From an optimization exercise on the open Yosys and OpenROAD flow, aimed at small area and few clock cycles per item; shortcuts taken in it are not production practice.
In this exercise RTL edits were held to simulation tests only and were not proved equivalent to the original.

==> inputs of trial 5 <==
## swept_tone_voice
module swept_tone_voice #(
    parameter int SINE_TABLE_BITS = stv_pkg::SINE_TABLE_BITS_DEF,
    parameter int COUNT_BITS      = stv_pkg::COUNT_BITS_DEF
) (
    input  logic        i_clk,
    input  logic        i_rst_n,
    input  logic        s_axis_tvalid,
    output logic        s_axis_tready,
    input  logic [23:0] s_axis_tdata,    
    input  logic [0:0]  s_axis_tuser,    
    output logic        m_axis_tvalid,
    input  logic        m_axis_tready,
    output logic [39:0] m_axis_tdata,    
    output logic [0:0]  m_axis_tuser,    
    input  logic        i_cfg_we,
    input  logic [2:0]  i_cfg_index,
    input  logic [31:0] i_cfg_data
);
Settings: LEC_CHECK=0, CAP_MARGIN=20, CORE_MARGIN=2, CORE_UTILIZATION=40, CTS_CLUSTER_DIAMETER=60, CTS_CLUSTER_SIZE=25, SLEW_MARGIN=20, SYNTH_HIERARCHICAL=1, SYNTH_MEMORY_MAX_BITS=32768, SYNTH_MINIMUM_KEEP_SIZE=0; clock period 13.0 ns.
run.sh (not shown) runs the stock make flow with config.mk's settings and CLKGATE_MAP_FILE= SYNTH_SCRIPT=/design/flow/synth_recipe.tcl, a recipe that flattens the netlist after the stock synthesis.
==> build 70 (differences from trial 5) <==
--- a/flow/design.v
+++ b/flow/design.v
@@ -8222,11 +8222,10 @@
 endmodule
 module stv_sine_rom (input logic [10:0] a, output logic [15:0] q);
     logic [15:0] w_base;
     logic [9:0] w_slope;
     logic [1:0] w_res;
-    logic [13:0] w_lin;
     always_comb begin
         case (a[10:4])
             7'd0: w_base = 16'd0;
             7'd1: w_base = 16'd804;
             7'd2: w_base = 16'd1608;
@@ -9393,12 +9392,119 @@
             11'd1023: w_res = 2'd1;
             11'd1024: w_res = 2'd0;
             default: w_res = 2'd0;
         endcase
     end
-    assign w_lin = w_slope * a[3:0];
-    assign q = w_base + {6'd0, w_lin[13:4]} + {14'd0, w_res};
+    logic [9:0] w_pp0;
+    assign w_pp0 = w_slope & {10{a[0]}};
+    logic [9:0] w_pp1;
+    assign w_pp1 = w_slope & {10{a[1]}};
+    logic [9:0] w_pp2;
+    assign w_pp2 = w_slope & {10{a[2]}};
+    logic [9:0] w_pp3;
+    assign w_pp3 = w_slope & {10{a[3]}};
+    logic r1;
+    logic r2;
+    logic r3;
+    logic r4;
+    logic r5;
+    logic r6;
+    logic r7;
+    logic r8;
+    logic r9;
+    logic r10;
+    logic r11;
+    logic r12;
+    logic r13;
+    logic r14;
+    logic r15;
+    logic r16;
+    logic r17;
+    logic r18;
+    logic r19;
+    logic r20;
+    logic r21;
+    logic r22;
+    logic r23;
+    logic r24;
+    logic r25;
+    logic r26;
+    logic r27;
+    logic r28;
+    logic r29;
+    logic r30;
+    logic r31;
+    logic r32;
+    logic r33;
+    logic r34;
+    logic r35;
+    logic r36;
+    logic r37;
+    logic r38;
+    logic r39;
+    logic r40;
+    logic r41;
+    logic r42;
+    logic r43;
+    logic r44;
+    logic r45;
+    logic r46;
+    logic r47;
+    logic r48;
+    logic r49;
+    logic r50;
+    logic r51;
+    logic r52;
+    logic r53;
+    logic r54;
+    logic r55;
+    logic r56;
+    logic r57;
+    logic r58;
+    logic r59;
+    logic r60;
+    logic r61;
+    logic r62;
+    logic r63;
+    logic r64;
+    stv_fa u_r1 (.a(w_pp0[4]), .b(w_pp1[3]), .c(w_pp2[2]), .s(r1), .co(r2));
+    stv_fa u_r3 (.a(w_pp0[5]), .b(w_pp1[4]), .c(w_pp2[3]), .s(r3), .co(r4));
+    stv_ha u_r5 (.a(w_pp3[2]), .b(w_base[1]), .s(r5), .co(r6));
+    stv_fa u_r7 (.a(w_pp0[6]), .b(w_pp1[5]), .c(w_pp2[4]), .s(r7), .co(r8));
+    stv_ha u_r9 (.a(w_pp3[3]), .b(w_base[2]), .s(r9), .co(r10));
+    stv_fa u_r11 (.a(w_pp0[7]), .b(w_pp1[6]), .c(w_pp2[5]), .s(r11), .co(r12));
+    stv_ha u_r13 (.a(w_pp3[4]), .b(w_base[3]), .s(r13), .co(r14));
+    stv_fa u_r15 (.a(w_pp0[8]), .b(w_pp1[7]), .c(w_pp2[6]), .s(r15), .co(r16));
+    stv_ha u_r17 (.a(w_pp3[5]), .b(w_base[4]), .s(r17), .co(r18));
+    stv_fa u_r19 (.a(w_pp0[9]), .b(w_pp1[8]), .c(w_pp2[7]), .s(r19), .co(r20));
+    stv_ha u_r21 (.a(w_pp3[6]), .b(w_base[5]), .s(r21), .co(r22));
+    stv_fa u_r23 (.a(w_pp1[9]), .b(w_pp2[8]), .c(w_pp3[7]), .s(r23), .co(r24));
+    stv_ha u_r25 (.a(w_pp0[3]), .b(w_pp1[2]), .s(r25), .co(r26));
+    stv_fa u_r27 (.a(r1), .b(w_pp3[1]), .c(w_base[0]), .s(r27), .co(r28));
+    stv_fa u_r29 (.a(r3), .b(r5), .c(w_res[1]), .s(r29), .co(r30));
+    stv_fa u_r31 (.a(r7), .b(r9), .c(r4), .s(r31), .co(r32));
+    stv_fa u_r33 (.a(r11), .b(r13), .c(r8), .s(r33), .co(r34));
+    stv_fa u_r35 (.a(r15), .b(r17), .c(r12), .s(r35), .co(r36));
+    stv_fa u_r37 (.a(r19), .b(r21), .c(r16), .s(r37), .co(r38));
+    stv_fa u_r39 (.a(r23), .b(w_base[6]), .c(r20), .s(r39), .co(r40));
+    stv_fa u_r41 (.a(w_pp2[9]), .b(w_pp3[8]), .c(w_base[7]), .s(r41), .co(r42));
+    stv_ha u_r43 (.a(w_pp0[2]), .b(w_pp1[1]), .s(r43), .co(r44));
+    stv_fa u_r45 (.a(r25), .b(w_pp2[1]), .c(w_pp3[0]), .s(r45), .co(r46));
+    stv_fa u_r47 (.a(r27), .b(w_res[0]), .c(r26), .s(r47), .co(r48));
+    stv_fa u_r49 (.a(r29), .b(r2), .c(r28), .s(r49), .co(r50));
+    stv_fa u_r51 (.a(r31), .b(r6), .c(r30), .s(r51), .co(r52));
+    stv_fa u_r53 (.a(r33), .b(r10), .c(r32), .s(r53), .co(r54));
+    stv_fa u_r55 (.a(r35), .b(r14), .c(r34), .s(r55), .co(r56));
+    stv_fa u_r57 (.a(r37), .b(r18), .c(r36), .s(r57), .co(r58));
+    stv_fa u_r59 (.a(r39), .b(r22), .c(r38), .s(r59), .co(r60));
+    stv_fa u_r61 (.a(r41), .b(r24), .c(r40), .s(r61), .co(r62));
+    stv_fa u_r63 (.a(w_pp3[9]), .b(w_base[8]), .c(r42), .s(r63), .co(r64));
+    logic [19:0] w_r0, w_r1, w_sum;
+    assign w_r0 = {w_base[15], w_base[14], w_base[13], w_base[12], w_base[11], w_base[10], w_base[9], r63, r61, r59, r57, r55, r53, r51, r49, r47, r45, r43, w_pp0[1], w_pp0[0]};
+    assign w_r1 = {1'b0, 1'b0, 1'b0, 1'b0, 1'b0, 1'b0, r64, r62, r60, r58, r56, r54, r52, r50, r48, r46, r44, w_pp2[0], w_pp1[0], 1'b0};
+    assign w_sum = w_r0 + w_r1;
+    assign q = w_sum[19:4];
 endmodule
 module stv_cfg_data (input logic [31:0] i_data, input logic i_rst_n,
                      output logic [31:0] o_d0, output logic [24:0] o_d1);
     assign o_d0 = i_data & {32{i_rst_n}};
     assign o_d1 = {i_data[30], i_data[23:0]} | {25{~i_rst_n}};
==> tab_implementation.tex <==
\begin{tabular}{lr}
\hline
Metric & Value \\
\hline
\multicolumn{2}{l}{\textbf{Yosys}} \\
\quad Post-synthesis simple-gate area fraction & 0.164 \\
\multicolumn{2}{l}{\textbf{Layout}} \\
\quad Final core occ & 0.433 \\
\quad Multi-input comb cells & 6,763 \\
\quad Non-clock buffer count in the final layout & 324 \\
\multicolumn{2}{l}{\textbf{Outcome}} \\
\quad Outcome & complete, no violations \\
\multicolumn{2}{l}{\textbf{Critical path}} \\
\quad Count of buffer and inverter cells on the critical path & 6 \\
\multicolumn{2}{l}{\textbf{Die}} \\
\quad Initial standard-cell utilization of the core & 0.403 \\
\multicolumn{2}{l}{\textbf{STA}} \\
\quad Measured slew at the worst slew-check pin & 1200 ps \\
\hline
\end{tabular}
That was trial 5.
==> tab_implementation.tex <==
\begin{tabular}{lr}
\hline
Metric & Value \\
\hline
\multicolumn{2}{l}{\textbf{Outcome}} \\
\quad Outcome & complete, no violations \\
\multicolumn{2}{l}{\textbf{Routing}} \\
\quad Remaining routing DRC violations & 0 \\
\multicolumn{2}{l}{\textbf{STA}} \\
\quad Measured slew at the worst slew-check pin & 1120 ps \\
\multicolumn{2}{l}{\textbf{Placed design}} \\
\quad GPL Wtd Cong & 0.910 \\
\multicolumn{2}{l}{\textbf{Layout}} \\
\quad Multi-input comb cells & 6,696 \\
\quad Non-clock buffer count in the final layout & 329 \\
\quad Final core occ & 0.431 \\
\multicolumn{2}{l}{\textbf{Die}} \\
\quad Initial standard-cell utilization of the core & 0.402 \\
\quad Row cnt & 163 \\
\multicolumn{2}{l}{\textbf{Critical path}} \\
\quad Count of buffer and inverter cells on the critical path & 4 \\
\multicolumn{2}{l}{\textbf{Yosys}} \\
\quad Post-synthesis simple-gate area fraction & 0.161 \\
\hline
\end{tabular}
That was build 70.
Testbench counts of trial 5, summed over its fixed seeds: cycles 19,442, items 18,162.
Testbench counts of build 70, summed over its fixed seeds: cycles 19,442, items 18,162.

[afterwards: timing with drivers on the ports]
The flow's constraints put no driver on any port. The routed layouts listed below were extracted and timed again, unchanged, in two steps. Step 1: set_driving_cell puts a clkbuf_16 on i_clk and a buf_2 on each other input, an assumption about the parent block. Step 2, shift: input delay + t, output delay - t, t = (earliest + latest rising clock arrival at the registers) / 2. This alone moves slack from input paths to output paths. Slacks: no drivers / after step 1 / after step 2; pairs: no drivers / after step 1.
run	shift t [ns]	setup slack, ns	hold slack, ns	clock arrival spread, ns	worst slew at a driven data input, ns
trial 5	0.668	1.379 / 1.321 / 0.652	0.439 / 0.439 / 0.439	0.083 / 0.083	0.17
build 70	0.655	1.479 / 1.383 / 0.729	0.418 / 0.418 / 0.418	0.027 / 0.027	0.15
After both steps setup and hold are still met in every run listed. For build 70, which loses most, drivers alone change the setup slack by -0.096 ns; drivers and shift together by -0.750 ns.
